Context: an optimization exercise on an open-source flow, tuned for small area, a short achievable clock period and few clock cycles. The choices shown serve that exercise and are no tape-out recipe.
In this exercise RTL edits were held to simulation tests only and were not proved equivalent to the original.
No activity file was given, so power comes from the tool's default toggle rates.

$ cat constraint.sdc
create_clock -name core_clock -period 4.5 [get_ports {i_clk}]
set_input_delay 0.9000 -clock core_clock [delete_from_list [all_inputs] [get_ports {i_clk}]]
set_output_delay 0.9000 -clock core_clock [all_outputs]
set_load 0.01 [all_outputs]
$ cat flow/run.sh
#!/bin/bash
# Standard layout; ports buffered with the smallest buffer, sizing free to change footprints
bash standard.sh BUFFER_PORTS_ARGS="-buffer_cell sky130_fd_sc_hd__buf_1" MATCH_CELL_FOOTPRINT=0 finish > standard.log 2>&1
$ cat design.v
package ahb_pkg;
    typedef logic [1:0] trans_t;
    localparam trans_t HTRANS_IDLE   = 2'b00;
    localparam trans_t HTRANS_BUSY   = 2'b01;    
    localparam trans_t HTRANS_NONSEQ = 2'b10;    
    localparam trans_t HTRANS_SEQ    = 2'b11;
    typedef logic [2:0] burst_t;
    localparam burst_t HBURST_SINGLE = 3'b000;
    localparam burst_t HBURST_INCR   = 3'b001;   
    localparam burst_t HBURST_INCR4  = 3'b011;
    localparam burst_t HBURST_INCR8  = 3'b101;
    localparam burst_t HBURST_INCR16 = 3'b111;
    localparam int WORD_STEP = 4;
endpackage
package master_pkg;
    localparam int ADDR_W = 32;
    localparam int DATA_W = 32;
    localparam int LEN_W = 4;    
    typedef logic [ADDR_W-1:0] addr_t;
    typedef logic [DATA_W-1:0] data_t;
    typedef logic [LEN_W-1:0]  len_t;
endpackage
`timescale 1ns/1ps
module beat_fifo
(
    input  logic   i_clk,
    input  logic   i_reset_n,
    input  logic   i_load,
    input  logic   i_keep,
    input  master_pkg::data_t  i_data,
    input  logic   i_pop,
    output master_pkg::data_t  o_data,
    output logic   o_held
);
    master_pkg::data_t word_q;
    logic held_q;
    assign o_data = word_q;
    assign o_held = held_q;
    always_ff @(posedge i_clk) begin
        if (i_load) begin
            word_q <= i_data;
        end
    end
    always_ff @(posedge i_clk or negedge i_reset_n) begin
        if (!i_reset_n) begin
            held_q <= 1'b0;
        end else begin
            held_q <= i_keep || (held_q && !i_pop);
        end
    end
endmodule
`timescale 1ns/1ps
module ahb_txn_ctrl
(
    input  logic   i_clk,
    input  logic   i_reset_n,
    input  logic   i_req_valid,
    input  logic   i_req_read,
    input  master_pkg::addr_t  i_req_addr,
    input  master_pkg::len_t   i_req_len,
    output logic   o_req_ready,
    input  logic   i_wr_ok,                
    input  logic   i_rd_ok,                
    output logic   o_dp_wr,                
    output logic   o_dp_rd,                
    input  logic   i_hready,
    output logic   o_hsel,
    output master_pkg::addr_t  o_haddr,
    output ahb_pkg::trans_t o_htrans,
    output ahb_pkg::burst_t o_hburst,
    output logic   o_hwrite
);
    logic          ld_q, st_q, dpv_q, dpw_q, hwrite_q, shown_q;
    logic [2:0]    hburst_q;
    logic [3:0]    rem_q;
    logic [29:0]   haddr_q;
    logic can, active, samp, last, done, take;
    assign can    = shown_q || (hwrite_q ? i_wr_ok : i_rd_ok);
    assign active = ld_q && can;
    assign samp   = i_hready && active;
    assign last   = (rem_q == 4'd0);
    assign done   = samp && last;
    assign o_req_ready = !ld_q || done;
    assign take   = i_req_valid && o_req_ready;
    always_ff @(posedge i_clk or negedge i_reset_n) begin
        if (!i_reset_n) begin
            ld_q    <= 1'b0;
            st_q    <= 1'b0;
            dpv_q   <= 1'b0;
            dpw_q   <= 1'b0;
            shown_q <= 1'b0;
        end else begin
            ld_q    <= take || (ld_q && !done);
            st_q    <= !take && !done && (samp || st_q);
            shown_q <= active && !i_hready;
            if (i_hready) begin
                dpv_q <= samp;
                dpw_q <= hwrite_q;
            end
        end
    end
    always_ff @(posedge i_clk) begin
        if (take) begin
            haddr_q  <= i_req_addr[31:2];
            rem_q    <= i_req_len;
            hwrite_q <= !i_req_read;
            case (i_req_len)
                4'd0:    hburst_q <= ahb_pkg::HBURST_SINGLE;
                4'd3:    hburst_q <= ahb_pkg::HBURST_INCR4;
                4'd7:    hburst_q <= ahb_pkg::HBURST_INCR8;
                4'd15:   hburst_q <= ahb_pkg::HBURST_INCR16;
                default: hburst_q <= ahb_pkg::HBURST_INCR;
            endcase
        end else if (samp) begin
            haddr_q[7:0] <= haddr_q[7:0] + 8'd1;    
            rem_q        <= rem_q - 4'd1;
        end
    end
    assign o_dp_wr  = dpv_q && dpw_q;
    assign o_dp_rd  = dpv_q && !dpw_q;
    assign o_htrans = {active, st_q};
    assign o_hsel   = ld_q;
    assign o_haddr  = {haddr_q, 2'b00};
    assign o_hburst = hburst_q;
    assign o_hwrite = hwrite_q;
endmodule
`timescale 1ns/1ps
module ahb_master
(
    input  logic   i_clk,
    input  logic   i_reset_n,
    input  logic   i_req_valid,
    input  logic   i_req_read,
    input  master_pkg::addr_t  i_req_addr,
    input  master_pkg::len_t   i_req_len,
    output logic   o_req_ready,
    input  logic   i_wdata_valid,
    input  master_pkg::data_t  i_wdata,
    output logic   o_wdata_ready,
    output logic   o_rdata_valid,
    output master_pkg::data_t  o_rdata,
    input  logic   i_rdata_ready,
    output logic   o_hsel,
    output master_pkg::addr_t  o_haddr,
    output ahb_pkg::trans_t o_htrans,
    output ahb_pkg::burst_t o_hburst,
    output logic   o_hwrite,
    output master_pkg::data_t  o_hwdata,
    input  master_pkg::data_t  i_hrdata,
    input  logic   i_hready
);
    logic dp_wr, dp_rd;
    logic wr_held, wr_pop, wr_push;
    logic rd_held, rd_in, rd_take;
    logic wr_ok, rd_ok;
    master_pkg::data_t rd_word;
    assign wr_pop        = i_hready && dp_wr;
    assign o_wdata_ready = !wr_held || wr_pop;
    assign wr_push       = i_wdata_valid && o_wdata_ready;
    assign wr_ok         = wr_push || (wr_held && !dp_wr);
    assign rd_in         = i_hready && dp_rd;
    assign o_rdata_valid = rd_held || rd_in;
    assign o_rdata       = rd_held ? rd_word : i_hrdata;
    assign rd_take       = o_rdata_valid && i_rdata_ready;
    assign rd_ok         = (!rd_held && !dp_rd) || rd_take;
    beat_fifo u_wr_buf (
        .i_clk(i_clk), .i_reset_n(i_reset_n),
        .i_load(o_wdata_ready), .i_keep(wr_push), .i_data(i_wdata), .i_pop(wr_pop),
        .o_data(o_hwdata), .o_held(wr_held)
    );
    beat_fifo u_rd_buf (
        .i_clk(i_clk), .i_reset_n(i_reset_n),
        .i_load(!rd_held), .i_keep(rd_in && !i_rdata_ready), .i_data(i_hrdata), .i_pop(i_rdata_ready),
        .o_data(rd_word), .o_held(rd_held)
    );
    ahb_txn_ctrl u_ctrl (
        .i_clk(i_clk), .i_reset_n(i_reset_n),
        .i_req_valid(i_req_valid), .i_req_read(i_req_read),
        .i_req_addr(i_req_addr), .i_req_len(i_req_len), .o_req_ready(o_req_ready),
        .i_wr_ok(wr_ok), .i_rd_ok(rd_ok),
        .o_dp_wr(dp_wr), .o_dp_rd(dp_rd),
        .i_hready(i_hready),
        .o_hsel(o_hsel), .o_haddr(o_haddr), .o_htrans(o_htrans),
        .o_hburst(o_hburst), .o_hwrite(o_hwrite)
    );
endmodule
$ cat standard.sh
#!/bin/bash
# synth_recipe.tcl (not shown) runs the flow's synth.tcl, then flattens the netlist and writes it again
# the make line also repeats each setting of config.mk as NAME=value (left out here)
make -C /OpenROAD-flow-scripts/flow DESIGN_CONFIG=/design/flow/config.mk WORK_HOME=/design/flow/orfs CLKGATE_MAP_FILE= SYNTH_SCRIPT=/design/flow/synth_recipe.tcl "${@:-finish}"
$ cat config.mk
export PLATFORM = sky130hd
export DESIGN_NAME = ahb_master
export DESIGN_NICKNAME = ahb_master
export VERILOG_FILES = /design/flow/design.v
export SDC_FILE = /design/flow/constraint.sdc
export NUM_CORES = 4
export LEC_CHECK = 0
export ABC_AREA = 1
export CAP_MARGIN = 20
export CORE_MARGIN = 2
export CORE_UTILIZATION = 40
export SETUP_SLACK_MARGIN = 1.8
export SLEW_MARGIN = 20
==> impl_metrics.ini, run 1 <==
[critical_path]
worstSetupPathType = primary input to output port
cp-end-kind = output port
worstPathRequired_ps = 3600
startpoint_type = primary input
crit_arrival_ps = 1700
crit_fanout = 8
reg2regPathDepth = 11

[global_routing]
grt_pass1_wl_um = 12400
grt_pass1_vias = 2752
globalRoute.totalOverflow = 0
grt_max_degree = 36
track_usage = 0.152
antenna_found_initial = 0

[drt]
dr.pass1.iters = 4
drc = 0
vias_per_cell = 4.36
top_layer = met4
met2WireLength_um = 4200
wl_met3_um = 762
dr.first_iter.drc_count = 60
vias = 2958
antenna_left = 0
postRouteWirelength_um = 8600
drt-met1-wl_um = 3500
wl_per_cell_um = 12.7

[clocking]
htreeDepth = 3
clk_path_buf_depth = 2
numCtsBuffers = 9
clk_transition_reported_paths_ps = 100
cts_hold_buf = 0
clock_sinks = 109
root_buffer = clkbuf_8
cts_tree = built
clkLatencyLatePin_ps = 360

[final_layout]
fin_area_mm2 = 0.00510
drive_gt1_frac = 0.0568
n_antenna_cell = 0
post-route-util = 0.530
fin_nets = 651
area_growth_pct = 30.2

[placement]
place_area_mm2 = 0.00481
dpl.hpwl_um = 6240
port_buffers = 208
place_congestion = 0.778

[timing]
final.setup.tns_ps = 0
final_max_slew_viol_count = 0
worst_pin_slew_ps = 665
hold_slack_ps = 433
grt_setup_unrepaired = no
fmax_mhz = 385
period_share = 0.577
hold_viol = 0
fin_crit_ps = 2600
maxSlewHeadroom = 0.557
skew_ps = 12.7
setup_viol = 0

[die]
die_x_um = 103
core_mm2 = 0.00964
top_level_ports = 213
row_count = 36
start_util = 0.407
die_area_mm2 = 0.0106
die_h_um = 103

[pwr]
p_total_mw = 2.12
power.density_mw_per_mm2 = 416
peakVddDrop_mv = 0.144
leakagePower_nw = 2.04

[synth]
netlist_top_cells_count = 142 x nand2_1, 70 x edfxtp_1, 32 x dfxtp_1
yosys_most_used_dff = edfxtp_1
synth.yosys.seq_area_share = 0.744
synthCells = 332
ys_types = 24
synth_edf_count = 70
synth-seq-cells = 109
synthTopCellsByArea = edfxtp_1 54%, dfxtp_1 16%, nand2_1 14%
synth_top_area_frac = 0.536
yosys.area.top_type = edfxtp_1
syn_avg_cell_area_um2 = 11.8
async_reset_ff_frac = 0.0642
netlist_area_mm2 = 0.00392
yosys_warnings = 2
yosysMostFrequentCell = nand2_1

[run]
maxCapViolCount = 0

[min_path]
hold_path_class = primary input to asynchronous set/reset pin

[run_status]
status = finished clean
==> metal layers <==
metal	GRT usage	vias up
li1	-	1491
met5	0	-
met2	0.260	137
met1	0.177	1320
met4	0.0678	0
met3	0.0434	10
==> per-stage QoR <==
step / instances / setup slack, ps
after floorplan: 333 / 1970
after global placement: 662 / 1490
after detailed placement: 662 / 1460
after CTS: 679 / 1800
after global routing: 679 / 1800
final: 679 / 1900
==> registers in the layout, indices dropped and copies added, names as in the netlist <==
signal	count
u_wr_buf.word_q	32
u_ctrl.hburst_q	3
u_ctrl.haddr_q	30
u_rd_buf.word_q	32
u_ctrl.rem_q	4
u_ctrl.dpw_q	1
u_ctrl.st_q	1
u_ctrl.shown_q	1
u_rd_buf.held_q	1
u_ctrl.ld_q	1
u_ctrl.dpv_q	1
u_ctrl.hwrite_q	1
u_wr_buf.held_q	1
==> cell usage in the layout, fill, tap and decap left out, types with 2 or more instances in the layout <==
master	synthesis	layout
a21oi_1	3	3
buf_1	0	205
buf_6	2	2
clkbuf_2	0	2
clkbuf_8	0	9
clkinv_4	0	3
conb_1	1	2
dfrtp_1	7	7
dfxtp_1	32	32
edfxtp_1	70	70
ha_1	3	3
inv_1	17	16
nand2_1	142	142
nand2_4	2	2
nand3_1	16	16
nor2_1	5	5
nor3_1	2	2
o21ai_0	4	3
xnor2_1	2	2
xor2_1	6	6
==> logic make-up (layout without fill, tap and decap cells) <==
group / Yosys count / in the layout / share of synthesized area
and+or+nand+nor: 171 / 171 / 0.179
xor gates and xnor gates: 8 / 8 / 0.0179
adders and majority gates: 3 / 3 / 0.00958
other: 1 / 2 / 0.000957
AOI/OAI and AO/OA: 7 / 7 / 0.00894
buffers and inverters: 33 / 246 / 0.0396
DFF: 109 / 109 / 0.744
==> area by class of cell <==
cell class	instances	area, µm²
inverter	19	86.3
fill	927	4530
clock inverter	5	67.6
timing repair buffer	211	830
tap	133	166
clock buffer	11	153
multi-input combinational	191	885
sequential	109	2920
==> path summary, 6_finish.rpt <==
check                                   startpoint                  to  slack (ps)
worst max-delay path                      i_hready         o_htrans[1]        1900
worst min-delay path                     i_reset_n         u_ctrl.st_q         430
worst max register to register     u_rd_buf.held_q     u_ctrl.rem_q[2]        2080
worst min register to register  u_rd_buf.word_q[9]  u_rd_buf.word_q[9]         460
max in group asynchronous                i_reset_n        u_ctrl.dpv_q        3760
min in group core_clock         u_rd_buf.word_q[9]  u_rd_buf.word_q[9]         460
==> critical path: stages <==
cell and delay (ps):
buf_6 120, o21ai_0 150, nand2_1 70, nand2_1 70, nand3_2 100, and2_4 170, clkbuf_2 120
==> where the power goes <==
part	internal (mW)	switching, mW
Clock	0.299	0.330
Sequential	1.16	0.0364
Combinational	0.105	0.188
==> what timing repair did <==
action,CTS,global route
pin swaps,1,0
setup endpoints to repair,73,3
gates resized for setup,15,8
buffers inserted,1,0
Testbench counts, summed over its fixed seeds: cycles 15,561.
==> run 2: changes to the inputs <==
--- a/config.mk
+++ b/config.mk
@@ -9,5 +9,6 @@
 export CAP_MARGIN = 20
 export CORE_MARGIN = 2
 export CORE_UTILIZATION = 40
+export PLACE_DENSITY = 0.8
 export SETUP_SLACK_MARGIN = 1.8
 export SLEW_MARGIN = 20
==> impl_metrics.ini, run 2 <==
[final_layout]
reg.largest.list = u_rd_buf.word_q (32), u_wr_buf.word_q (32), u_ctrl.haddr_q (30)
area_growth_pct = 31.8
layout_common_cells = 205 x buf_1, 142 x nand2_1, 70 x edfxtp_1, 32 x dfxtp_1
regArea_mm2 = 0.00292
drive_gt1_frac = 0.0673
fin_nets = 655
finalNonFillerCells = 683
multiInputGateArea_um2 = 878
post-route-util = 0.536
mostFrequentLayoutCell = buf_1
fill_cells = 843
n_antenna_cell = 0

[placement]
port_buffers = 208
place_congestion = 0.772
place_inst = 662
dpl.hpwl_um = 6330
dp_slack_ps = 1430

[timing]
grt_setup_unrepaired = no
period_share = 0.579
setup_viol = 0
skew_ps = 10.0
final_max_slew_viol_count = 0
hold_slack_ps = 426
fin_ws_ps = 1900
fmax_mhz = 384
final.setup.tns_ps = 0
worst_pin_slew_ps = 645
maxSlewHeadroom = 0.570
fin_crit_ps = 2600
hold_viol = 0

[critical_path]
slowest_delay_ps = 140
crit_fanout = 8
reg2regPathDepth = 8
worstPathRequired_ps = 3600
crit_arrival_ps = 1700
path_cells = buf_6, o21ai_0, nand2_1, nand2_1, nand3_2, nand4_4, nand2_4, buf_6
worstSetupPathType = primary input to output port
startpoint_type = primary input
critPathSlowestCell = o21ai_0
cp-end-kind = output port

[global_routing]
grt_pass1_vias = 2606
antenna_found_initial = 0
track_usage = 0.151
globalRoute.totalOverflow = 0
grt_max_degree = 36
grt_pass1_wl_um = 12200

[synth]
ys_types = 24
synth-seq-cells = 109
syn_avg_cell_area_um2 = 11.8
async_reset_ff_frac = 0.0642
synth_edf_count = 70
synthCells = 332
yosys_warnings = 2
netlist_top_cells_count = 142 x nand2_1, 70 x edfxtp_1, 32 x dfxtp_1
synth_top_area_frac = 0.536
yosys_most_used_dff = edfxtp_1
yosysMostFrequentCell = nand2_1
synth.yosys.seq_area_share = 0.744
yosys.area.top_type = edfxtp_1
netlist_area_mm2 = 0.00392
synthTopCellsByArea = edfxtp_1 54%, dfxtp_1 16%, nand2_1 14%

[clocking]
cts_tree = built
clk_path_buf_depth = 2
clock_sinks = 109
numCtsBuffers = 9
clk_transition_reported_paths_ps = 100
clkLatencyLatePin_ps = 360
root_buffer = clkbuf_8
htreeDepth = 3

[die]
core_mm2 = 0.00964
die_h_um = 103
die_x_um = 103
die_area_mm2 = 0.0106
start_util = 0.407
top_level_ports = 213
row_count = 36

[drt]
vias_per_cell = 4.37
dr.first_iter.drc_count = 115
drc = 0
wl_per_cell_um = 12.6
antenna_left = 0
postRouteWirelength_um = 8640
dr.pass1.iters = 4
vias = 2984

[run_status]
status = finished clean

[min_path]
hold_path_class = primary input to asynchronous set/reset pin

[pwr]
peakVddDrop_mv = 0.176
leakagePower_nw = 2.06
power.density_mw_per_mm2 = 415

[run]
maxCapViolCount = 0
==> run 2: kinds of logic (layout without fill, tap and decap cells) <==
family	after synthesis	count (layout)	share of synthesized area
buffers and inverters	33	250	0.0396
flip-flops	109	109	0.744
other	1	2	0.000957
AO/OA/AOI/OAI	7	7	0.00894
XOR/XNOR	8	8	0.0179
AND/OR/NAND/NOR	171	171	0.179
adder cells (fa/ha/maj)	3	3	0.00958
==> run 2: worst paths after layout <==
path | from | to | slack (ps)
max | i_hready | o_req_ready | 1900
min | i_reset_n | u_ctrl.shown_q | 430
max reg2reg | u_ctrl.rem_q[0] | u_ctrl.haddr_q[15] | 2100
min reg2reg | u_rd_buf.word_q[6] | u_rd_buf.word_q[6] | 460
max in group asynchronous | i_reset_n | u_rd_buf.held_q | 3750
min in group core_clock | u_rd_buf.word_q[6] | u_rd_buf.word_q[6] | 460
==> run 2: cell type report <==
| class | count | area share |
|---|---|---|
| Sequential cell | 109 | 0.565 |
| Timing Repair Buffer | 215 | 0.170 |
| Multi-Input combinational cell | 191 | 0.170 |
| Tap cell | 133 | 0.0322 |
| Clock buffer | 9 | 0.0240 |
| Inverter | 19 | 0.0199 |
| Clock inverter | 7 | 0.0189 |
==> run 2: repair_timing <==
item / in CTS / in global routing
pin swaps: 1 / 1
cloned: 0 / 1
endpoints found under the setup margin: 43 / 28
hold buffers: 0 / 0
buffers inserted: 1 / 3
gates resized for setup: 12 / 15
==> run 2: worst max-delay path: cells and delay by family <==
kind                   cells  cell delay (ps)
buffers and inverters      2              250
AOI/OAI and AO/OA          1              140
and+or+nand+nor            5              420
==> run 2: layer usage <==
layer | vias up | global-route usage | routed length, µm
li1 | 1497 | - | -
met1 | 1326 | 0.169 | 3350
met2 | 148 | 0.264 | 4280
met3 | 13 | 0.0488 | 859
met4 | 0 | 0.0668 | 153
met5 | - | 0 | 0
==> run 2: through the flow <==
| stage | total power [mW] | area [µm²] |
|---|---|---|
| floorplan | 1.39 | 3940 |
| global placement | 1.49 | 4810 |
| CTS | 2.15 | 5070 |
| detailed placement | 1.50 | 4810 |
| finish | 2.14 | 5170 |
| global route | 2.25 | 5170 |
==> run 2: where the power goes <==
part,total (mW),leakage [nW],switching [mW],internal (mW)
Combinational,0.300,0.965,0.191,0.110
Clock,0.643,0.106,0.327,0.315
Sequential,1.20,0.992,0.0355,1.16
Total,2.14,2.06,0.553,1.59
==> run 3: changes to the inputs <==
--- a/config.mk
+++ b/config.mk
@@ -6,9 +6,9 @@
 export NUM_CORES = 4
 export LEC_CHECK = 0
 export ABC_AREA = 1
+export ABC_CLOCK_PERIOD_IN_PS = 700
 export CAP_MARGIN = 20
 export CORE_MARGIN = 2
 export CORE_UTILIZATION = 40
-export PLACE_DENSITY = 0.8
 export SETUP_SLACK_MARGIN = 1.8
 export SLEW_MARGIN = 20
==> impl_metrics.ini, run 3 <==
[critical_path]
crit_end = o_htrans[1]
path_cells = buf_6, o21ai_0, nand2_1, nand2_1, nand3_2, and2_4, clkbuf_2
r2r_end = u_ctrl.rem_q[2]
ff2ff_setup_slack_ps = 2080
crit_arrival_ps = 1700
critPathSlowestCell = and2_4
worstSetupPathType = primary input to output port
crit_fanout = 8
crit-reg2reg-launch = u_rd_buf.held_q
worstPathRequired_ps = 3600
reg2regPathDepth = 11
startpoint_type = primary input
cp-end-kind = output port
crit_path_start = i_hready
slowest_delay_ps = 170
cp_common_cell = nand2_1

[final_layout]
drive_gt1_frac = 0.0568
fin_area_mm2 = 0.00510
mostFrequentLayoutCell = buf_1
layout_common_cells = 205 x buf_1, 142 x nand2_1, 70 x edfxtp_1, 32 x dfxtp_1
area_growth_pct = 30.2
n_antenna_cell = 0
fin_nets = 651
reg.largest.list = u_rd_buf.word_q (32), u_wr_buf.word_q (32), u_ctrl.haddr_q (30)
post-route-util = 0.530
finalNonFillerCells = 679

[global_routing]
grt_pass1_vias = 2752
grt_max_degree = 36
antenna_found_initial = 0
grt_pass1_wl_um = 12400
track_usage = 0.152
globalRoute.totalOverflow = 0

[timing]
worst_pin_slew_ps = 665
hold_slack_ps = 433
fmax_mhz = 385
final.setup.tns_ps = 0
grt_setup_unrepaired = no
setup_viol = 0
fin_ws_ps = 1900
skew_ps = 12.7
period_share = 0.577
final_max_slew_viol_count = 0
maxSlewHeadroom = 0.557
fin_crit_ps = 2600
hold_viol = 0

[clocking]
clk_transition_reported_paths_ps = 100
clock_sinks = 109
cts_tree = built
clkLatencyLatePin_ps = 360
cts_hold_buf = 0
root_buffer = clkbuf_8
clk_path_buf_depth = 2
htreeDepth = 3
numCtsBuffers = 9

[die]
die_h_um = 103
start_util = 0.407
die_area_mm2 = 0.0106
die_x_um = 103
top_level_ports = 213
row_count = 36
core_mm2 = 0.00964

[drt]
drc = 0
antenna_left = 0
dr.pass1.iters = 4
vias = 2958
vias_per_cell = 4.36
wl_per_cell_um = 12.7
postRouteWirelength_um = 8600
dr.first_iter.drc_count = 60

[placement]
dp_slack_ps = 1460
place_area_mm2 = 0.00481
place_congestion = 0.778
place_inst = 662
port_buffers = 208
dpl.hpwl_um = 6240

[synth]
synth_edf_count = 70
yosys.area.top_type = edfxtp_1
syn_avg_cell_area_um2 = 11.8
synth-seq-cells = 109
yosys_most_used_dff = edfxtp_1
yosys_warnings = 2
async_reset_ff_frac = 0.0642
netlist_top_cells_count = 142 x nand2_1, 70 x edfxtp_1, 32 x dfxtp_1
netlist_area_mm2 = 0.00392
yosysMostFrequentCell = nand2_1
synth_top_area_frac = 0.536
ys_types = 24
synthTopCellsByArea = edfxtp_1 54%, dfxtp_1 16%, nand2_1 14%
synth.yosys.seq_area_share = 0.744
synthCells = 332

[pwr]
power.density_mw_per_mm2 = 416
leakagePower_nw = 2.04
p_total_mw = 2.12
peakVddDrop_mv = 0.144

[run_status]
status = finished clean

[min_path]
hold_path_class = primary input to asynchronous set/reset pin

[run]
maxCapViolCount = 0
[run 3: cell counts after synthesis]
Identical to the previous run, type by type.
[run 3: final cells by class]
type | instances | area (µm²)
flip-flops and latches | 109 | 2920
clock inverters | 5 | 67.6
multi-input cells | 191 | 885
fillers | 927 | 4530
well taps | 133 | 166
inverters | 19 | 86.3
repair buffers | 211 | 830
clock buffers | 11 | 153
[run 3: per-layer routing]
metal / track usage / share of wire / vias to the layer above / wire length [µm]
met3: 0.0434 / 0.089 / 10 / 762
met2: 0.260 / 0.49 / 137 / 4200
li1: - / - / 1491 / -
met1: 0.177 / 0.41 / 1320 / 3500
met4: 0.0678 / 0.015 / 0 / 131
met5: 0 / 0 / - / 0
[run 3: logic make-up (layout without fill, tap and decap cells)]
| family | after synthesis | in the layout | synth area share |
|---|---|---|---|
| other cells | 1 | 2 | 0.000957 |
| simple gates | 171 | 171 | 0.179 |
| xor+xnor | 8 | 8 | 0.0179 |
| flops | 109 | 109 | 0.744 |
| compound gates | 7 | 7 | 0.00894 |
| fa+ha+maj | 3 | 3 | 0.00958 |
| buf+inv | 33 | 246 | 0.0396 |
[run 3: timing repair]
item                                    4_1_cts  5_1_grt
buffers inserted                              1        0
endpoints found under the setup margin       73        3
pin swaps                                     1        0
gates resized for setup                      15        8
[run 3: power by group]
part	switching, mW	leakage (nW)	internal (mW)	total (mW)
Combinational	0.188	0.938	0.105	0.293
Clock	0.330	0.111	0.299	0.629
Sequential	0.0364	0.993	1.16	1.20
Total	0.555	2.04	1.57	2.12
[run 3: worst max-delay path: cells and delay by family]
kind,cells,cell delay (ps)
simple gates,4,410
buf+inv,2,240
compound gates,1,150
[run 3: worst min-delay path by stage]
| stage | endpoint | slack [ps] | cells past startpoint |
|---|---|---|---|
| floorplan | u_rd_buf.word_q[0] | 480 | 2 |
| global placement | u_rd_buf.word_q[17] | 430 | 2 |
| detailed placement | u_rd_buf.word_q[0] | 430 | 2 |
| CTS | u_ctrl.st_q | 440 | 1 |
| global route | u_ctrl.st_q | 460 | 1 |
| finish | u_ctrl.st_q | 430 | 1 |
==> run 4: changes to the inputs <==
--- a/config.mk
+++ b/config.mk
@@ -6,9 +6,8 @@
 export NUM_CORES = 4
 export LEC_CHECK = 0
 export ABC_AREA = 1
-export ABC_CLOCK_PERIOD_IN_PS = 700
 export CAP_MARGIN = 20
 export CORE_MARGIN = 2
 export CORE_UTILIZATION = 40
-export SETUP_SLACK_MARGIN = 1.8
+export SETUP_SLACK_MARGIN = 1.7
 export SLEW_MARGIN = 20
==> impl_metrics.ini, run 4 <==
[drt]
dr.first_iter.drc_count = 61
wl_per_cell_um = 12.6
antenna_left = 0
vias = 2956
drc = 0
dr.pass1.iters = 4
vias_per_cell = 4.35
postRouteWirelength_um = 8580

[global_routing]
globalRoute.totalOverflow = 0
grt_max_degree = 36
antenna_found_initial = 0
grt_pass1_wl_um = 12400
grt_pass1_vias = 2772
track_usage = 0.152

[timing]
fin_ws_ps = 1830
fmax_mhz = 374
maxSlewHeadroom = 0.555
final.setup.tns_ps = 0
grt_setup_unrepaired = no
skew_ps = 13.6
fin_crit_ps = 2670
hold_viol = 0
worst_pin_slew_ps = 668
final_max_slew_viol_count = 0
period_share = 0.594
setup_viol = 0
hold_slack_ps = 435

[clocking]
cts_tree = built
clock_sinks = 109
clk_transition_reported_paths_ps = 100
root_buffer = clkbuf_8
numCtsBuffers = 9
cts_hold_buf = 0
htreeDepth = 3
clkLatencyLatePin_ps = 360
clk_path_buf_depth = 2

[synth]
synth-seq-cells = 109
yosys_most_used_dff = edfxtp_1
synthCells = 332
ys_types = 24
synth_top_area_frac = 0.536
synth_edf_count = 70
yosysMostFrequentCell = nand2_1
netlist_top_cells_count = 142 x nand2_1, 70 x edfxtp_1, 32 x dfxtp_1
netlist_area_mm2 = 0.00392
synth.yosys.seq_area_share = 0.744
syn_avg_cell_area_um2 = 11.8
async_reset_ff_frac = 0.0642
synthTopCellsByArea = edfxtp_1 54%, dfxtp_1 16%, nand2_1 14%
yosys.area.top_type = edfxtp_1
yosys_warnings = 2

[die]
row_count = 36
die_h_um = 103
start_util = 0.407
die_area_mm2 = 0.0106
top_level_ports = 213
die_x_um = 103
core_mm2 = 0.00964

[placement]
dp_slack_ps = 1460
port_buffers = 208
dpl.hpwl_um = 6240
place_inst = 662
place_congestion = 0.778

[critical_path]
crit_arrival_ps = 1770
startpoint_type = register
ff2ff_setup_slack_ps = 2070
crit_fanout = 35
cp_common_cell = nand2_1
r2r_end = u_ctrl.haddr_q[9]
worstSetupPathType = register to output port
crit-reg2reg-launch = u_rd_buf.held_q
cp_top_family = buffers and inverters
slowest_delay_ps = 380
critPathSlowestCell = dfrtp_1
worstPathRequired_ps = 3600
reg2regPathDepth = 11
path_cells = buf_8, clkinv_8, nand2_1, nand2_1, nand2_1, nand3_2, and2_1, buf_1
cp-end-kind = output port
cp.buffers_inverters = 3

[run_status]
status = finished clean

[final_layout]
drive_gt1_frac = 0.0531
finalNonFillerCells = 679
area_growth_pct = 29.5
reg.largest.list = u_rd_buf.word_q (32), u_wr_buf.word_q (32), u_ctrl.haddr_q (30)
layout_common_cells = 206 x buf_1, 142 x nand2_1, 70 x edfxtp_1, 32 x dfxtp_1
mostFrequentLayoutCell = buf_1
n_antenna_cell = 0
fin_nets = 651

[pwr]
leakagePower_nw = 2.04
p_total_mw = 2.11
peakVddDrop_mv = 0.143
power.density_mw_per_mm2 = 416

[min_path]
hold_path_class = primary input to asynchronous set/reset pin

[run]
maxCapViolCount = 0
==> run 4: timing repair <==
action,4_1_cts,5_1_grt
resized for setup,6,8
endpoints found under the setup margin,3,3
buffers inserted,1,0
pin swaps,1,0
==> run 4: kinds of logic (layout without fill, tap and decap cells) <==
logic type / Yosys count / count (layout) / share of synthesized area
adders and majority gates: 3 / 3 / 0.00958
xor gates and xnor gates: 8 / 8 / 0.0179
and+or+nand+nor: 171 / 171 / 0.179
other: 1 / 2 / 0.000957
buffers and inverters: 33 / 246 / 0.0396
DFF: 109 / 109 / 0.744
AOI/OAI and AO/OA: 7 / 7 / 0.00894
==> run 4: worst register-to-register path, cell delays in order (launching register included) <==
cell and delay, ps:
dfrtp_1 410, buf_8 190, clkinv_8 150, nand2_1 70, nand2_1 60, nand2_1 50, nand3_2 70, nand4_2 110
nand2_4 110, buf_4 200, nand2_4 150, inv_2 480
==> run 4: worst max path at each step <==
stage	slack, ps	endpoint	from	cells past startpoint
3_5_place_dp	1460	o_req_ready	i_hready	10
4_1_cts	1720	o_req_ready	i_hready	10
3_3_place_gp	1490	o_req_ready	i_hready	10
6_report	1830	o_htrans[1]	u_rd_buf.held_q	8
5_1_grt	1710	o_htrans[1]	u_rd_buf.held_q	8
2_1_floorplan	1970	o_wdata_ready	i_hready	2
==> run 4: routing by layer <==
layer,GRT usage,up-vias,part of all wire
li1,-,1489,-
met1,0.173,1320,0.40
met2,0.265,137,0.49
met3,0.0434,10,0.089
met4,0.0678,0,0.015
met5,0,-,0
==> run 4: cell type report <==
| type | count | area [µm²] |
|---|---|---|
| multi-input combinational | 191 | 867 |
| clock buffer | 11 | 153 |
| tap | 133 | 166 |
| timing repair buffer | 211 | 820 |
| sequential | 109 | 2920 |
| inverter | 19 | 83.8 |
| fill | 932 | 4560 |
| clock inverter | 5 | 67.6 |
==> run 4: where the power goes <==
part / leakage [nW] / internal (mW) / switching (mW) / total [mW]
logic: 0.935 / 0.100 / 0.186 / 0.287
clock network: 0.111 / 0.299 / 0.328 / 0.626
registers: 0.993 / 1.16 / 0.0350 / 1.20
==> run 4: stage by stage <==
step           cell area, µm²   util
6_report                 5070  0.526
3_3_place_gp             4810  0.499
5_1_grt                  5070  0.526
4_1_cts                  5050  0.524
2_1_floorplan            3940      -
3_5_place_dp             4810  0.499
==> run 5: changes to the inputs <==
--- a/config.mk
+++ b/config.mk
@@ -9,5 +9,5 @@
 export CAP_MARGIN = 20
 export CORE_MARGIN = 2
 export CORE_UTILIZATION = 40
-export SETUP_SLACK_MARGIN = 1.7
+export SETUP_SLACK_MARGIN = 1.9
 export SLEW_MARGIN = 20
==> impl_metrics.ini, run 5 <==
[critical_path]
crit_arrival_ps = 1660
crit_fanout = 7
cp-end-kind = output port
startpoint_type = primary input
crit-reg2reg-launch = u_ctrl.rem_q[0]
crit_path_start = i_hready
crit_end = o_req_ready
reg2regPathDepth = 8
r2r_end = u_ctrl.rem_q[2]
worstPathRequired_ps = 3600
worstSetupPathType = primary input to output port
ff2ff_setup_slack_ps = 2100

[final_layout]
fin_nets = 660
layout_common_cells = 205 x buf_1, 140 x nand2_1, 70 x edfxtp_1, 32 x dfxtp_1, 16 x nand3_1
area_growth_pct = 34.2
reg.largest.list = u_rd_buf.word_q (32), u_wr_buf.word_q (32), u_ctrl.haddr_q (30)
n_antenna_cell = 0
drive_gt1_frac = 0.0811
mostFrequentLayoutCell = buf_1

[global_routing]
track_usage = 0.155
grt_max_degree = 36
globalRoute.totalOverflow = 0
grt_pass1_vias = 2763
grt_pass1_wl_um = 12600
antenna_found_initial = 0

[clocking]
clk_path_buf_depth = 2
cts_tree = built
clock_sinks = 109
cts_hold_buf = 0
clk_transition_reported_paths_ps = 100
htreeDepth = 3
clkLatencyLatePin_ps = 360
root_buffer = clkbuf_8
numCtsBuffers = 9

[drt]
antenna_left = 0
wl_per_cell_um = 12.8
postRouteWirelength_um = 8800
vias = 3020
dr.first_iter.drc_count = 72
dr.pass1.iters = 4
drc = 0
vias_per_cell = 4.39

[timing]
fmax_mhz = 391
hold_viol = 0
skew_ps = 12.4
fin_ws_ps = 1940
final.setup.tns_ps = 0
worst_pin_slew_ps = 675
fin_crit_ps = 2560
final_max_slew_viol_count = 0
period_share = 0.568
grt_setup_unrepaired = yes
maxSlewHeadroom = 0.550
setup_viol = 0

[synth]
synth-seq-cells = 109
synthTopCellsByArea = edfxtp_1 54%, dfxtp_1 16%, nand2_1 14%
yosys.area.top_type = edfxtp_1
yosys_warnings = 2
ys_types = 24
netlist_top_cells_count = 142 x nand2_1, 70 x edfxtp_1, 32 x dfxtp_1
synth_edf_count = 70
syn_avg_cell_area_um2 = 11.8
synth_top_area_frac = 0.536
yosys_most_used_dff = edfxtp_1
netlist_area_mm2 = 0.00392
async_reset_ff_frac = 0.0642
synthCells = 332
synth.yosys.seq_area_share = 0.744
yosysMostFrequentCell = nand2_1

[pwr]
peakVddDrop_mv = 0.150
power.density_mw_per_mm2 = 408
p_total_mw = 2.15
leakagePower_nw = 2.11

[placement]
dpl.hpwl_um = 6240
dp_slack_ps = 1460
port_buffers = 208
place_congestion = 0.778

[run]
maxCapViolCount = 0

[die]
start_util = 0.407
core_mm2 = 0.00964
die_x_um = 103
die_area_mm2 = 0.0106
row_count = 36
die_h_um = 103
top_level_ports = 213

[run_status]
status = finished clean

[min_path]
hold_path_class = primary input to asynchronous set/reset pin
## run 5: cell counts after synthesis
No cell type changed its count.
## run 5: logic make-up after synthesis
kind of cell    count (synthesis)  synth area share
fa+ha+maj                       3           0.00958
xor+xnor                        8            0.0179
compound gates                  7           0.00894
simple gates                  171             0.179
buf+inv                        33            0.0396
other cells                     1          0.000957
flops                         109             0.744
## run 5: worst max-delay path: stages
cell and delay, ps:
buf_12 100, clkinv_8 60, nand2_4 50, nand2_2 40, nand2_1 60, nand2_1 60
nand3_2 90, nand4_4 100, nand2_4 100, buf_6 100
## run 5: per-stage QoR
step                      std cells  hold WS [ps]  area, µm²  utilization
after floorplan                 333           484       3940            -
after global placement          662           431       4810        0.499
after detailed placement        662           434       4810        0.499
after CTS                       681           436       5150        0.534
after global routing            688           452       5260        0.546
final                           688           439       5260        0.546
## run 5: how the worst min path moves through the flow
stage,end,start,cells after the start,slack [ps]
floorplan,u_rd_buf.word_q[0],u_rd_buf.word_q[0],2,480
global placement,u_rd_buf.word_q[17],u_rd_buf.word_q[17],2,430
detailed placement,u_rd_buf.word_q[0],u_rd_buf.word_q[0],2,430
CTS,u_ctrl.st_q,i_reset_n,1,440
global route,u_ctrl.st_q,i_reset_n,1,450
finish,u_ctrl.st_q,i_reset_n,1,440
## run 5: layer usage
layer / global-route usage / wire length [µm] / vias to the layer above
met3: 0.0434 / 771 / 10
met4: 0.0678 / 131 / 0
li1: - / - / 1508
met2: 0.264 / 4360 / 140
met5: 0 / 0 / -
met1: 0.183 / 3540 / 1362
## run 5: area by class of cell
type | instances | area (µm²)
fillers | 906 | 4380
flip-flops and latches | 109 | 2920
repair buffers | 220 | 945
multi-input cells | 191 | 898
well taps | 133 | 166
clock buffers | 11 | 153
inverters | 19 | 110
clock inverters | 5 | 67.6
## run 5: what timing repair did
item | CTS | global route
setup buffers | 2 | 7
pin swaps | 1 | 3
cloned | 1 | 0
endpoints found under the setup margin | 74 | 3
resized for setup | 27 | 16
## run 5: report_power, final
group / total [mW] / internal [mW] / switching (mW)
clock: 0.630 / 0.299 / 0.331
sequential: 1.20 / 1.16 / 0.0377
combinational: 0.315 / 0.121 / 0.194
==> run 6: changes to the inputs <==
--- a/config.mk
+++ b/config.mk
@@ -9,5 +9,5 @@
 export CAP_MARGIN = 20
 export CORE_MARGIN = 2
 export CORE_UTILIZATION = 40
-export SETUP_SLACK_MARGIN = 1.9
+export SETUP_SLACK_MARGIN = 1.75
 export SLEW_MARGIN = 20
==> impl_metrics.ini, run 6 <==
[pwr]
power.density_mw_per_mm2 = 416
p_total_mw = 2.12
leakagePower_nw = 2.04
peakVddDrop_mv = 0.143

[placement]
dpl.hpwl_um = 6240
port_buffers = 208
place_congestion = 0.778
place_inst = 662

[critical_path]
crit_fanout = 8
cp-end-kind = output port
worstSetupPathType = primary input to output port
r2r_end = u_ctrl.haddr_q[9]
ff2ff_setup_slack_ps = 2080
crit_arrival_ps = 1730
reg2regPathDepth = 11
worstPathRequired_ps = 3600
crit-reg2reg-launch = u_rd_buf.held_q
startpoint_type = primary input

[final_layout]
finalNonFillerCells = 679
fin_nets = 651
reg.largest.list = u_rd_buf.word_q (32), u_wr_buf.word_q (32), u_ctrl.haddr_q (30)
fill_cells = 929
layout_common_cells = 205 x buf_1, 142 x nand2_1, 70 x edfxtp_1, 32 x dfxtp_1
area_growth_pct = 30.0
post-route-util = 0.529
mostFrequentLayoutCell = buf_1
n_antenna_cell = 0
drive_gt1_frac = 0.0568

[drt]
vias_per_cell = 4.36
vias = 2958
drc = 0
wl_per_cell_um = 12.7
dr.first_iter.drc_count = 62
antenna_left = 0
dr.pass1.iters = 4
postRouteWirelength_um = 8590

[synth]
yosys.area.top_type = edfxtp_1
synthTopCellsByArea = edfxtp_1 54%, dfxtp_1 16%, nand2_1 14%
synth_top_area_frac = 0.536
yosys_most_used_dff = edfxtp_1
netlist_area_mm2 = 0.00392
synth.yosys.seq_area_share = 0.744
yosysMostFrequentCell = nand2_1
ys_types = 24
synth_edf_count = 70
syn_avg_cell_area_um2 = 11.8
netlist_top_cells_count = 142 x nand2_1, 70 x edfxtp_1, 32 x dfxtp_1
yosys_warnings = 2
async_reset_ff_frac = 0.0642
synth-seq-cells = 109
synthCells = 332

[timing]
final_max_slew_viol_count = 0
skew_ps = 13.0
grt_setup_unrepaired = no
setup_viol = 0
final.setup.tns_ps = 0
hold_slack_ps = 437
fmax_mhz = 380
period_share = 0.585
worst_pin_slew_ps = 687
fin_crit_ps = 2630
maxSlewHeadroom = 0.542
hold_viol = 0

[clocking]
numCtsBuffers = 9
clk_path_buf_depth = 2
clock_sinks = 109
clkLatencyLatePin_ps = 360
clk_transition_reported_paths_ps = 100
root_buffer = clkbuf_8
cts_tree = built
htreeDepth = 3

[die]
die_x_um = 103
top_level_ports = 213
die_h_um = 103
core_mm2 = 0.00964
row_count = 36
start_util = 0.407
die_area_mm2 = 0.0106

[run_status]
status = finished clean

[global_routing]
grt_pass1_wl_um = 12400
grt_max_degree = 36
track_usage = 0.152
antenna_found_initial = 0
grt_pass1_vias = 2772
globalRoute.totalOverflow = 0

[run]
maxCapViolCount = 0

[min_path]
hold_path_class = primary input to asynchronous set/reset pin
## run 6: cell counts after synthesis
No cell type changed its count.
## run 6: area by class of cell
| cell class | count | area, µm² | share of cell area |
|---|---|---|---|
| clock inverters | 5 | 67.6 | 0.0133 |
| inverters | 19 | 86.3 | 0.0169 |
| multi-input cells | 191 | 878 | 0.172 |
| repair buffers | 211 | 826 | 0.162 |
| well taps | 133 | 166 | 0.0327 |
| flip-flops and latches | 109 | 2920 | 0.573 |
| clock buffers | 11 | 153 | 0.0300 |
## run 6: where the power goes
| part | internal (mW) | total (mW) | switching, mW |
|---|---|---|---|
| logic | 0.103 | 0.291 | 0.188 |
| registers | 1.16 | 1.20 | 0.0351 |
| clock network | 0.299 | 0.629 | 0.331 |
| total | 1.57 | 2.12 | 0.554 |
## run 6: per-stage QoR
step	area, µm²	setup WS (ps)
after detailed placement	4810	1460
after CTS	5060	1740
final	5090	1870
after floorplan	3940	1970
after global routing	5090	1760
after global placement	4810	1490
## run 6: critical path, stage by stage
cell,delay (ps)
buf_4,150
inv_4,50
nand2_1,50
nand2_1,40
nand2_1,50
nand2_1,50
nand3_2,110
nand4_4,90
nand2_4,100
clkbuf_2,130
## run 6: cells by family after synthesis
| kind of cell | synth area share |
|---|---|
| XOR/XNOR | 0.0179 |
| flip-flops | 0.744 |
| AND/OR/NAND/NOR | 0.179 |
| adder cells (fa/ha/maj) | 0.00958 |
| other | 0.000957 |
| AO/OA/AOI/OAI | 0.00894 |
| buffers and inverters | 0.0396 |
## run 6: worst max path at each step
stage / startpoint / end / slack (ps)
6_report: i_hready / o_req_ready / 1870
3_3_place_gp: i_hready / o_req_ready / 1490
5_1_grt: i_hready / o_req_ready / 1760
4_1_cts: i_hready / o_req_ready / 1740
3_5_place_dp: i_hready / o_req_ready / 1460
2_1_floorplan: i_hready / o_wdata_ready / 1970
## run 6: timing repair
action,4_1_cts,5_1_grt
setup endpoints to repair,50,3
pin swaps,1,0
buffers inserted,1,0
gates resized for setup,9,12
hold buffers,0,0
## run 6: per-layer routing
metal	share of wire	up-vias	wire, µm	track usage
met2	0.49	134	4230	0.265
met4	0.015	0	131	0.0678
met1	0.40	1322	3480	0.173
li1	-	1492	-	-
met5	0	-	0	0
met3	0.087	10	748	0.0434
==> run 7: changes to the inputs <==
--- a/config.mk
+++ b/config.mk
@@ -9,5 +9,5 @@
 export CAP_MARGIN = 20
 export CORE_MARGIN = 2
 export CORE_UTILIZATION = 40
-export SETUP_SLACK_MARGIN = 1.75
+export SETUP_SLACK_MARGIN = 1.85
 export SLEW_MARGIN = 20
==> impl_metrics.ini, run 7 <==
[synth]
synth.yosys.seq_area_share = 0.744
synth-seq-cells = 109
synthCells = 332
syn_avg_cell_area_um2 = 11.8
yosys.area.top_type = edfxtp_1
yosys_warnings = 2
synth_edf_count = 70
netlist_area_mm2 = 0.00392
netlist_top_cells_count = 142 x nand2_1, 70 x edfxtp_1, 32 x dfxtp_1
ys_types = 24
async_reset_ff_frac = 0.0642
yosysMostFrequentCell = nand2_1
synthTopCellsByArea = edfxtp_1 54%, dfxtp_1 16%, nand2_1 14%
synth_top_area_frac = 0.536
yosys_most_used_dff = edfxtp_1

[final_layout]
layout_common_cells = 205 x buf_1, 141 x nand2_1, 70 x edfxtp_1, 32 x dfxtp_1
fill_cells = 917
mostFrequentLayoutCell = buf_1
drive_gt1_frac = 0.0690
fin_nets = 656
area_growth_pct = 32.5
finalNonFillerCells = 684
reg.largest.list = u_rd_buf.word_q (32), u_wr_buf.word_q (32), u_ctrl.haddr_q (30)
post-route-util = 0.539
n_antenna_cell = 0

[timing]
fin_crit_ps = 2570
period_share = 0.571
setup_viol = 0
final_max_slew_viol_count = 0
maxSlewHeadroom = 0.546
skew_ps = 12.3
worst_pin_slew_ps = 680
fmax_mhz = 389
hold_viol = 0
grt_setup_unrepaired = no
final.setup.tns_ps = 0

[global_routing]
globalRoute.totalOverflow = 0
track_usage = 0.155
grt_max_degree = 36
antenna_found_initial = 0
grt_pass1_vias = 2764
grt_pass1_wl_um = 12600

[placement]
port_buffers = 208
place_inst = 662
place_congestion = 0.778
dpl.hpwl_um = 6240

[die]
die_x_um = 103
top_level_ports = 213
start_util = 0.407
die_area_mm2 = 0.0106
core_mm2 = 0.00964
die_h_um = 103
row_count = 36

[drt]
vias_per_cell = 4.35
antenna_left = 0
postRouteWirelength_um = 8750
drc = 0
wl_per_cell_um = 12.8
dr.pass1.iters = 4
dr.first_iter.drc_count = 58
vias = 2972

[critical_path]
cp_common_cell = nand2_1
crit_arrival_ps = 1670
path_cells = buf_8, inv_6, nand2_2, nand2_1, nand2_1, nand2_1, nand3_2, and2_4, clkbuf_2
slowest_delay_ps = 170
critPathSlowestCell = and2_4
worstPathRequired_ps = 3600
crit_fanout = 8
startpoint_type = primary input
worstSetupPathType = primary input to output port
cp-end-kind = output port

[min_path]
hold_path_class = primary input to asynchronous set/reset pin

[run_status]
status = finished clean

[clocking]
cts_tree = built
clkLatencyLatePin_ps = 360
htreeDepth = 3
clk_transition_reported_paths_ps = 100
root_buffer = clkbuf_8
clk_path_buf_depth = 2
numCtsBuffers = 9
cts_hold_buf = 0
clock_sinks = 109

[run]
maxCapViolCount = 0

[pwr]
p_total_mw = 2.14
power.density_mw_per_mm2 = 411
leakagePower_nw = 2.08
peakVddDrop_mv = 0.145
## run 7: power breakdown
| group | leakage (nW) | switching (mW) | total, mW | internal (mW) |
|---|---|---|---|---|
| registers | 0.992 | 0.0372 | 1.20 | 1.16 |
| logic | 0.977 | 0.192 | 0.306 | 0.114 |
| clock network | 0.111 | 0.330 | 0.629 | 0.299 |
## run 7: critical path: cells and delay by family
family | cells | cell delay [ps]
buffers and inverters | 3 | 300
and+or+nand+nor | 6 | 460
## run 7: final cells by class
| class | count | area (µm²) | area share |
|---|---|---|---|
| clock buffer | 11 | 153 | 0.0294 |
| tap | 133 | 166 | 0.0320 |
| inverter | 19 | 103 | 0.0198 |
| multi-input combinational | 191 | 887 | 0.171 |
| sequential | 109 | 2920 | 0.562 |
| timing repair buffer | 216 | 898 | 0.173 |
| clock inverter | 5 | 67.6 | 0.0130 |
## run 7: per-layer routing
layer,vias up,track usage,part of all wire
met4,0,0.0678,0.015
met5,-,0,0
met3,10,0.0434,0.087
li1,1498,-,-
met1,1327,0.182,0.41
met2,137,0.264,0.49
## run 7: cell families (layout without fill, tap and decap cells)
family          count (synthesis)  in the layout  synth area share
fa+ha+maj                       3              3           0.00958
other cells                     1              2          0.000957
simple gates                  171            171             0.179
xor+xnor                        8              8            0.0179
buf+inv                        33            251            0.0396
flops                         109            109             0.744
compound gates                  7              7           0.00894
## run 7: stage by stage
| stage | setup WS [ps] | instance area (µm²) | hold WS, ps |
|---|---|---|---|
| floorplan | 1970 | 3940 | 484 |
| global placement | 1490 | 4810 | 431 |
| detailed placement | 1460 | 4810 | 434 |
| CTS | 1860 | 5120 | 436 |
| global route | 1840 | 5190 | 458 |
| finish | 1930 | 5190 | 435 |
## run 7: worst paths after layout
kind,cells past startpoint,endpoint,slack (ps),start
min in group core_clock,2,u_rd_buf.word_q[9],460,u_rd_buf.word_q[9]
worst min register to register,2,u_rd_buf.word_q[9],460,u_rd_buf.word_q[9]
worst min-delay path,1,u_ctrl.st_q,440,i_reset_n
worst max-delay path,9,o_htrans[1],1930,i_hready
max in group asynchronous,1,u_rd_buf.held_q,3730,i_reset_n
worst max register to register,8,u_ctrl.rem_q[2],2100,u_ctrl.rem_q[0]
## run 7: repair_timing
item	CTS	global route
setup endpoints to repair	73	3
resized for setup	22	11
setup buffers	1	4
pin swaps	1	2
cloned	1	0
==> run 8: changes to the inputs <==
--- a/config.mk
+++ b/config.mk
@@ -9,5 +9,6 @@
 export CAP_MARGIN = 20
 export CORE_MARGIN = 2
 export CORE_UTILIZATION = 40
-export SETUP_SLACK_MARGIN = 1.85
+export SETUP_SLACK_MARGIN = 2.2
 export SLEW_MARGIN = 20
+export TNS_END_PERCENT = 5
==> impl_metrics.ini, run 8 <==
[min_path]
hold_path_class = primary input to asynchronous set/reset pin

[timing]
worst_pin_slew_ps = 667
setup_viol = 0
fmax_mhz = 391
fin_crit_ps = 2560
skew_ps = 11.4
grt_setup_unrepaired = yes
fin_ws_ps = 1940
period_share = 0.568
maxSlewHeadroom = 0.555
hold_viol = 0
final.setup.tns_ps = 0
final_max_slew_viol_count = 0

[pwr]
p_seq_frac = 0.552
leakagePower_nw = 2.14
p_sw_frac = 0.260
p_switching_mw = 0.565
peakVddDrop_mv = 0.223
pwr-share-comb = 0.152
p_int_mw = 1.61
power.density_mw_per_mm2 = 408
power_frac_clock = 0.296

[critical_path]
crit_arrival_ps = 1660
critPathSlowestCell = nand4_4
cp_top_family = simple AND/OR/NAND/NOR gates
cp_common_cell = nand2_1
startpoint_type = primary input
crit_fanout = 4
slowest_delay_ps = 120
cp-end-kind = output port
worstPathRequired_ps = 3600
path_cells = buf_12, clkinv_8, nand2_2, nand2_1, nand2_1, nand2_1, nand3_2, nand4_4, nand2_4, buf_6
cp.buffers_inverters = 3
worstSetupPathType = primary input to output port

[final_layout]
area_growth_pct = 36.0
regArea_mm2 = 0.00292
fin_nets = 666
layout_common_cells = 204 x buf_1, 141 x nand2_1, 70 x edfxtp_1, 32 x dfxtp_1, 16 x nand3_1
fill_cells = 908
multiInputGateArea_um2 = 891
reg.largest.list = u_rd_buf.word_q (32), u_wr_buf.word_q (32), u_ctrl.haddr_q (30)
post-route-util = 0.553
finalNonFillerCells = 694
n_antenna_cell = 0
drive_gt1_frac = 0.0909
mostFrequentLayoutCell = buf_1

[synth]
syn_avg_cell_area_um2 = 11.8
synthTopCellsByArea = edfxtp_1 54%, dfxtp_1 16%, nand2_1 14%
yosys_warnings = 2
synth-seq-cells = 109
yosys.area.top_type = edfxtp_1
async_reset_ff_frac = 0.0642
netlist_area_mm2 = 0.00392
synth_top_area_frac = 0.536
ys_types = 24
netlist_top_cells_count = 142 x nand2_1, 70 x edfxtp_1, 32 x dfxtp_1
yosysMostFrequentCell = nand2_1
yosys_most_used_dff = edfxtp_1
synthCells = 332
synth.yosys.seq_area_share = 0.744
synth_edf_count = 70

[clocking]
clkLatencyLatePin_ps = 360
clk_path_buf_depth = 2
cts_tree = built
clk_transition_reported_paths_ps = 100
numCtsBuffers = 9
htreeDepth = 3
root_buffer = clkbuf_8
clock_sinks = 109
cts_hold_buf = 0

[die]
start_util = 0.407
die_h_um = 103
die_x_um = 103
top_level_ports = 213
die_area_mm2 = 0.0106
row_count = 36
core_mm2 = 0.00964

[drt]
dr.first_iter.drc_count = 60
dr.pass1.iters = 4
vias_per_cell = 4.38
antenna_left = 0
drc = 0
wl_per_cell_um = 13.5
postRouteWirelength_um = 9380
vias = 3037

[global_routing]
track_usage = 0.171
antenna_found_initial = 0
grt_pass1_vias = 2818
grt_max_degree = 36
globalRoute.totalOverflow = 0
grt_pass1_wl_um = 13700

[placement]
dp_slack_ps = 1470
dpl.hpwl_um = 6620
place_inst = 662
port_buffers = 208
place_congestion = 0.774

[run]
maxCapViolCount = 0

[run_status]
status = finished clean
[run 8: cell types whose count changed in the layout (fill, tap and decap cells not counted), sizes merged]
cell,before,now
buf,214,224
bufinv,1,2
clkbuf,13,11
clkinv,4,5
clkinvlp,0,1
inv,19,18
[run 8: power groups by stage]
stage                     logic, mW  clock network (mW)  registers, mW
after floorplan               0.157                   0           1.23
after global placement        0.281                   0           1.22
after detailed placement      0.288                   0           1.22
after CTS                     0.332               0.660           1.20
after global routing          0.372               0.704           1.21
final                         0.330               0.644           1.20
[run 8: through the flow]
step	hold WS (ps)	area, µm²	power [mW]
floorplan	484	3940	1.39
global placement	432	4820	1.50
detailed placement	435	4820	1.51
CTS	439	5300	2.19
global route	456	5330	2.29
finish	449	5330	2.18
[run 8: logic make-up (layout without fill, tap and decap cells)]
kind of cell | count (synthesis) | after routing | share of synthesized area
simple gates | 171 | 171 | 0.179
flops | 109 | 109 | 0.744
buf+inv | 33 | 261 | 0.0396
xor+xnor | 8 | 8 | 0.0179
compound gates | 7 | 7 | 0.00894
fa+ha+maj | 3 | 3 | 0.00958
other cells | 1 | 2 | 0.000957
[run 8: worst register-to-register path, delay by kind of cell, from the launching register on]
kind,cells,cell delay [ps]
DFF,1,440
and+or+nand+nor,8,1110
buffers and inverters,3,450
[run 8: layer usage]
layer | global-route usage | share of wire
met1 | 0.202 | 0.41
met2 | 0.296 | 0.49
met3 | 0.0508 | 0.093
met4 | 0.0607 | 0.014
met5 | 0 | 0
[run 8: timing repair]
action / 4_1_cts / 5_1_grt
buffers inserted: 11 / 3
pin swaps: 3 / 3
setup endpoints to repair: 74 / 72
gates resized for setup: 41 / 3
cloned: 2 / 0
[run 8: final timing paths]
check	from	to	slack (ps)	cells after the start
hold reg to reg	u_rd_buf.word_q[14]	u_rd_buf.word_q[14]	460	2
min in group core_clock	u_rd_buf.word_q[14]	u_rd_buf.word_q[14]	460	2
setup reg to reg	u_rd_buf.held_q	u_ctrl.rem_q[2]	2150	11
setup / recovery	i_hready	o_req_ready	1940	10
hold / removal	i_reset_n	u_ctrl.ld_q	450	1
max in group asynchronous	i_reset_n	u_rd_buf.held_q	3710	1
[run 8: cell type report]
type / count / area share
flip-flops and latches: 109 / 0.548
repair buffers: 226 / 0.191
multi-input cells: 191 / 0.167
well taps: 133 / 0.0312
clock buffers: 9 / 0.0232
inverters: 19 / 0.0216
clock inverters: 7 / 0.0183
==> run 9: changes to the inputs <==
--- a/config.mk
+++ b/config.mk
@@ -9,6 +9,6 @@
 export CAP_MARGIN = 20
 export CORE_MARGIN = 2
 export CORE_UTILIZATION = 40
-export SETUP_SLACK_MARGIN = 2.2
+export SETUP_SLACK_MARGIN = 2.0
 export SLEW_MARGIN = 20
 export TNS_END_PERCENT = 5
==> impl_metrics.ini, run 9 <==
[run_status]
status = finished clean

[critical_path]
crit-reg2reg-launch = u_ctrl.rem_q[0]
cp-end-kind = output port
worstSetupPathType = primary input to output port
worstPathRequired_ps = 3600
crit_path_start = i_hready
startpoint_type = primary input
crit_fanout = 4
crit_arrival_ps = 1650

[placement]
dp_slack_ps = 1520
place_congestion = 0.745
dpl.hpwl_um = 6240
port_buffers = 208
place_inst = 662

[drt]
vias_per_cell = 4.37
drc = 0
dr.first_iter.drc_count = 75
vias = 3011
wl_per_cell_um = 12.8
postRouteWirelength_um = 8830
antenna_left = 0
dr.pass1.iters = 6

[min_path]
hold_path_class = primary input to asynchronous set/reset pin

[global_routing]
antenna_found_initial = 0
globalRoute.totalOverflow = 0
track_usage = 0.155
grt_pass1_wl_um = 12400
grt_pass1_vias = 2584
grt_max_degree = 35

[synth]
yosys_most_used_dff = edfxtp_1
ys_types = 24
async_reset_ff_frac = 0.0642
synthTopCellsByArea = edfxtp_1 54%, dfxtp_1 16%, nand2_1 14%
synthAdderAreaFrac = 0.00958
netlist_top_cells_count = 142 x nand2_1, 70 x edfxtp_1, 32 x dfxtp_1
synth_top_area_frac = 0.536
synth_edf_count = 70
synth.yosys.seq_area_share = 0.744
yosys_warnings = 2
synthCells = 332
synth_top_family_by_area = simple AND/OR/NAND/NOR gates
yosys.area_share.simple = 0.179
synth_mux_area_frac = 0
yosysMostFrequentCell = nand2_1
synth-compound-area-share = 0.00894
synth-seq-cells = 109
syn_avg_cell_area_um2 = 11.8
netlist_area_mm2 = 0.00392
synth_xor_xnor_area_share = 0.0179
yosys.area.top_type = edfxtp_1

[clocking]
root_buffer = clkbuf_8
clock_sinks = 109
cts_tree = built
clk_path_buf_depth = 2
htreeDepth = 3
clk_transition_reported_paths_ps = 110
clkLatencyLatePin_ps = 370
cts_hold_buf = 0
numCtsBuffers = 9

[timing]
grt_setup_unrepaired = yes
hold_viol = 0
fin_ws_ps = 1950
maxSlewHeadroom = 0.549
worst_pin_slew_ps = 676
final.setup.tns_ps = 0
period_share = 0.568
fin_crit_ps = 2550
skew_ps = 18.7
setup_viol = 0
final_max_slew_viol_count = 0
fmax_mhz = 392

[die]
die_h_um = 103
die_area_mm2 = 0.0106
top_level_ports = 213
core_mm2 = 0.00964
row_count = 36
start_util = 0.407
die_x_um = 103

[final_layout]
layout_common_cells = 205 x buf_1, 140 x nand2_1, 70 x edfxtp_1, 32 x dfxtp_1, 16 x nand3_1
n_antenna_cell = 0
area_growth_pct = 34.2
reg.largest.list = u_rd_buf.word_q (32), u_wr_buf.word_q (32), u_ctrl.haddr_q (30)
regArea_mm2 = 0.00292
drive_gt1_frac = 0.0845
fill_cells = 853
fin_nets = 661
mostFrequentLayoutCell = buf_1
multiInputGateArea_um2 = 893
finalNonFillerCells = 689

[pwr]
leakagePower_nw = 2.11
power.density_mw_per_mm2 = 404
peakVddDrop_mv = 0.173
p_total_mw = 2.13

[run]
maxCapViolCount = 0
run 9: cell counts after synthesis:
Identical to the previous run, type by type.
run 9: routing by layer:
layer / up-vias / part of all wire / track usage
met5: - / 0 / 0
met3: 13 / 0.10 / 0.0542
li1: 1511 / - / -
met2: 146 / 0.47 / 0.248
met4: 0 / 0.020 / 0.0759
met1: 1341 / 0.40 / 0.187
run 9: critical path: stages:
cell and delay [ps]:
buf_12 110, clkinv_8 40, nand2_2 40, nand2_2 50, nand2_1 50, nand2_1 70
nand3_2 100, nand4_4 100, nand2_4 60, buf_6 130
run 9: cell families (layout without fill, tap and decap cells):
family	count (synthesis)	in the layout
buffers and inverters	33	256
other	1	2
flip-flops	109	109
AO/OA/AOI/OAI	7	7
XOR/XNOR	8	8
AND/OR/NAND/NOR	171	171
adder cells (fa/ha/maj)	3	3
run 9: metrics by stage:
stage	hold WS (ps)	cell area (µm²)	util
2_1_floorplan	484	3940	-
3_3_place_gp	432	4810	0.499
3_5_place_dp	434	4810	0.499
4_1_cts	411	5250	0.544
5_1_grt	432	5260	0.546
6_report	426	5260	0.546
run 9: power breakdown:
part | switching, mW | internal (mW)
clock | 0.341 | 0.266
combinational | 0.196 | 0.124
sequential | 0.0364 | 1.16
total | 0.573 | 1.55
run 9: final cells by class:
type / instances / share of cell area
repair inverters: 1 / 0.00214
flip-flops and latches: 109 / 0.555
inverters: 19 / 0.0209
clock buffers: 9 / 0.0235
well taps: 133 / 0.0316
multi-input cells: 191 / 0.170
repair buffers: 220 / 0.182
clock inverters: 7 / 0.0155
run 9: final timing paths:
| check | to | slack [ps] | cells after the start |
|---|---|---|---|
| min in group core_clock | u_rd_buf.word_q[26] | 460 | 2 |
| setup reg to reg | u_ctrl.hburst_q[0] | 2100 | 8 |
| setup / recovery | o_req_ready | 1950 | 10 |
| max in group asynchronous | u_rd_buf.held_q | 3760 | 1 |
| hold / removal | u_ctrl.ld_q | 430 | 1 |
| hold reg to reg | u_rd_buf.word_q[26] | 460 | 2 |
run 9: repair_timing:
item                       4_1_cts  5_1_grt
gates cloned                     2        0
pin swaps                        4        0
setup buffers                    7        2
gates resized for setup         40        1
setup endpoints to repair       74       46
==> run 10: changes to the inputs <==
==> config.mk (replaced) <==
export PLATFORM = sky130hd
export DESIGN_NAME = ahb_master
export DESIGN_NICKNAME = ahb_master
export VERILOG_FILES = /design/flow/design.v
export SDC_FILE = /design/flow/constraint.sdc
export NUM_CORES = 4
export LEC_CHECK = 0
export ABC_AREA = 0
export ABC_CLOCK_PERIOD_IN_PS = 1500
export CAP_MARGIN = 20
export CORE_MARGIN = 2
export CORE_UTILIZATION = 40
export SETUP_SLACK_MARGIN = 1.8
export SLEW_MARGIN = 20
==> impl_metrics.ini, run 10 <==
[final_layout]
layout_common_cells = 205 x buf_1, 70 x edfxtp_1, 37 x mux2_2, 32 x dfxtp_1, 13 x buf_4
fin_area_mm2 = 0.00519
drive_gt1_frac = 0.187
fill_cells = 883
fin_nets = 564
reg.largest.list = u_rd_buf.word_q (32), u_wr_buf.word_q (32), u_ctrl.haddr_q (30)
regArea_mm2 = 0.00292
n_antenna_cell = 0
multiInputGateArea_um2 = 947
area_growth_pct = 32.1
mostFrequentLayoutCell = buf_1

[critical_path]
ff2ff_setup_slack_ps = 1690
crit_arrival_ps = 2020
worstSetupPathType = primary input to output port
worstPathRequired_ps = 3600
reg2regPathDepth = 7
startpoint_type = primary input
crit-reg2reg-launch = u_ctrl.rem_q[0]
r2r_end = u_ctrl.hburst_q[0]
crit_fanout = 2
path_cells = buf_12, or2_0, a221o_1, or2_1, nand2_2, inv_2, buf_6
crit_end = o_htrans[1]
crit_path_start = i_hready
slowest_delay_ps = 350
critPathSlowestCell = a221o_1
cp-end-kind = output port

[run_status]
status = finished clean

[placement]
dpl.hpwl_um = 5730
port_buffers = 208
place_area_mm2 = 0.00485
place_congestion = 0.716

[timing]
final_max_slew_viol_count = 0
fin_crit_ps = 2920
hold_viol = 0
fmax_mhz = 342
final.setup.tns_ps = 0
setup_viol = 0
grt_setup_unrepaired = yes
skew_ps = 17.1
maxSlewHeadroom = 0.368
period_share = 0.649
worst_pin_slew_ps = 945

[clocking]
cts_tree = built
clkLatencyLatePin_ps = 370
root_buffer = clkbuf_8
cts_hold_buf = 0
clk_transition_reported_paths_ps = 100
clk_path_buf_depth = 2
htreeDepth = 3
clock_sinks = 109
numCtsBuffers = 9

[drt]
dr.pass1.iters = 4
wl_per_cell_um = 13.5
antenna_left = 0
vias = 2617
drc = 0
vias_per_cell = 4.42
postRouteWirelength_um = 8010
dr.first_iter.drc_count = 49

[run]
maxCapViolCount = 0

[synth]
async_reset_ff_frac = 0.0642
syn_avg_cell_area_um2 = 17.2
synthCells = 228
ys_types = 35
synth_top_area_frac = 0.535
netlist_area_mm2 = 0.00393
synthTopCellsByArea = edfxtp_1 54%, dfxtp_1 16%, mux2_2 11%
synth-seq-cells = 109
netlist_top_cells_count = 70 x edfxtp_1, 37 x mux2_2, 32 x dfxtp_1
yosysMostFrequentCell = edfxtp_1
yosys.area.top_type = edfxtp_1
synth_edf_count = 70
yosys_warnings = 2
yosys_most_used_dff = edfxtp_1
synth.yosys.seq_area_share = 0.743

[die]
top_level_ports = 213
die_area_mm2 = 0.0106
core_mm2 = 0.00964
start_util = 0.407
die_h_um = 103
row_count = 36
die_x_um = 103

[pwr]
peakVddDrop_mv = 0.173
leakagePower_nw = 1.85
power.density_mw_per_mm2 = 416

[global_routing]
globalRoute.totalOverflow = 0
grt_pass1_wl_um = 11100
antenna_found_initial = 0
track_usage = 0.137
grt_max_degree = 35
grt_pass1_vias = 2370

[min_path]
hold_path_class = primary input to asynchronous set/reset pin
==> run 10: metrics by stage <==
step           setup WS (ps)  instances  total power [mW]  hold slack [ps]  utilization
3_5_place_dp            1240        564              1.58              460        0.503
3_3_place_gp            1250        564              1.58              455        0.503
6_report                1580        592              2.16              444        0.538
5_1_grt                 1530        592              2.27              447        0.538
2_1_floorplan           1580        229              1.46              491            -
4_1_cts                 1520        589              2.17              427        0.532
==> run 10: worst min path at each step <==
stage,endpoint,slack (ps),cells after the start
2_1_floorplan,u_rd_buf.word_q[0],490,1
3_3_place_gp,u_rd_buf.word_q[21],450,1
3_5_place_dp,u_rd_buf.word_q[26],460,1
4_1_cts,u_ctrl.shown_q,430,1
5_1_grt,u_ctrl.ld_q,450,1
6_report,u_ctrl.ld_q,440,1
==> run 10: timing repair <==
| item | 4_1_cts | 5_1_grt |
|---|---|---|
| endpoints found under the setup margin | 27 | 39 |
| gates resized for setup | 11 | 14 |
| buffers inserted | 9 | 2 |
| pin swaps | 3 | 5 |
| cloned | 0 | 1 |
==> run 10: cell type report <==
cell class | count | share of cell area
Clock buffer | 9 | 0.0239
Inverter | 7 | 0.00507
Tap cell | 133 | 0.0321
Timing Repair Buffer | 224 | 0.182
Multi-Input combinational cell | 103 | 0.183
Clock inverter | 7 | 0.0118
Sequential cell | 109 | 0.563
==> run 10: worst max-delay path, delay by kind of cell <==
kind	cells	cell delay, ps
buffers and inverters	3	250
AND/OR/NAND/NOR	3	520
AO/OA/AOI/OAI	1	350
==> run 10: per-layer routing <==
layer | global-route usage | up-vias | wire, µm
li1 | - | 1272 | -
met1 | 0.169 | 1209 | 3260
met2 | 0.220 | 124 | 3900
met3 | 0.0386 | 12 | 694
met4 | 0.0688 | 0 | 150
met5 | 0 | - | 0
==> run 10: kinds of logic after synthesis <==
kind of cell / share of synthesized area
compound gates: 0.0153
xor+xnor: 0.0201
fa+ha+maj: 0.00956
buf+inv: 0.0249
flops: 0.743
mux: 0.138
other cells: 0.000955
simple gates: 0.0481
==> run 10: report_power, final <==
part           total (mW)  internal, mW  switching, mW
combinational       0.370         0.179          0.191
clock               0.562         0.215          0.347
sequential           1.22          1.18         0.0421

Check on run 10: ideal ports give 1.578 ns setup slack; a clkbuf_16 on the clock port and buf_2 on the inputs give 1.520 ns; moving port delays by the midpoint clock arrival (0.391 ns) as well gives 1.281 ns.
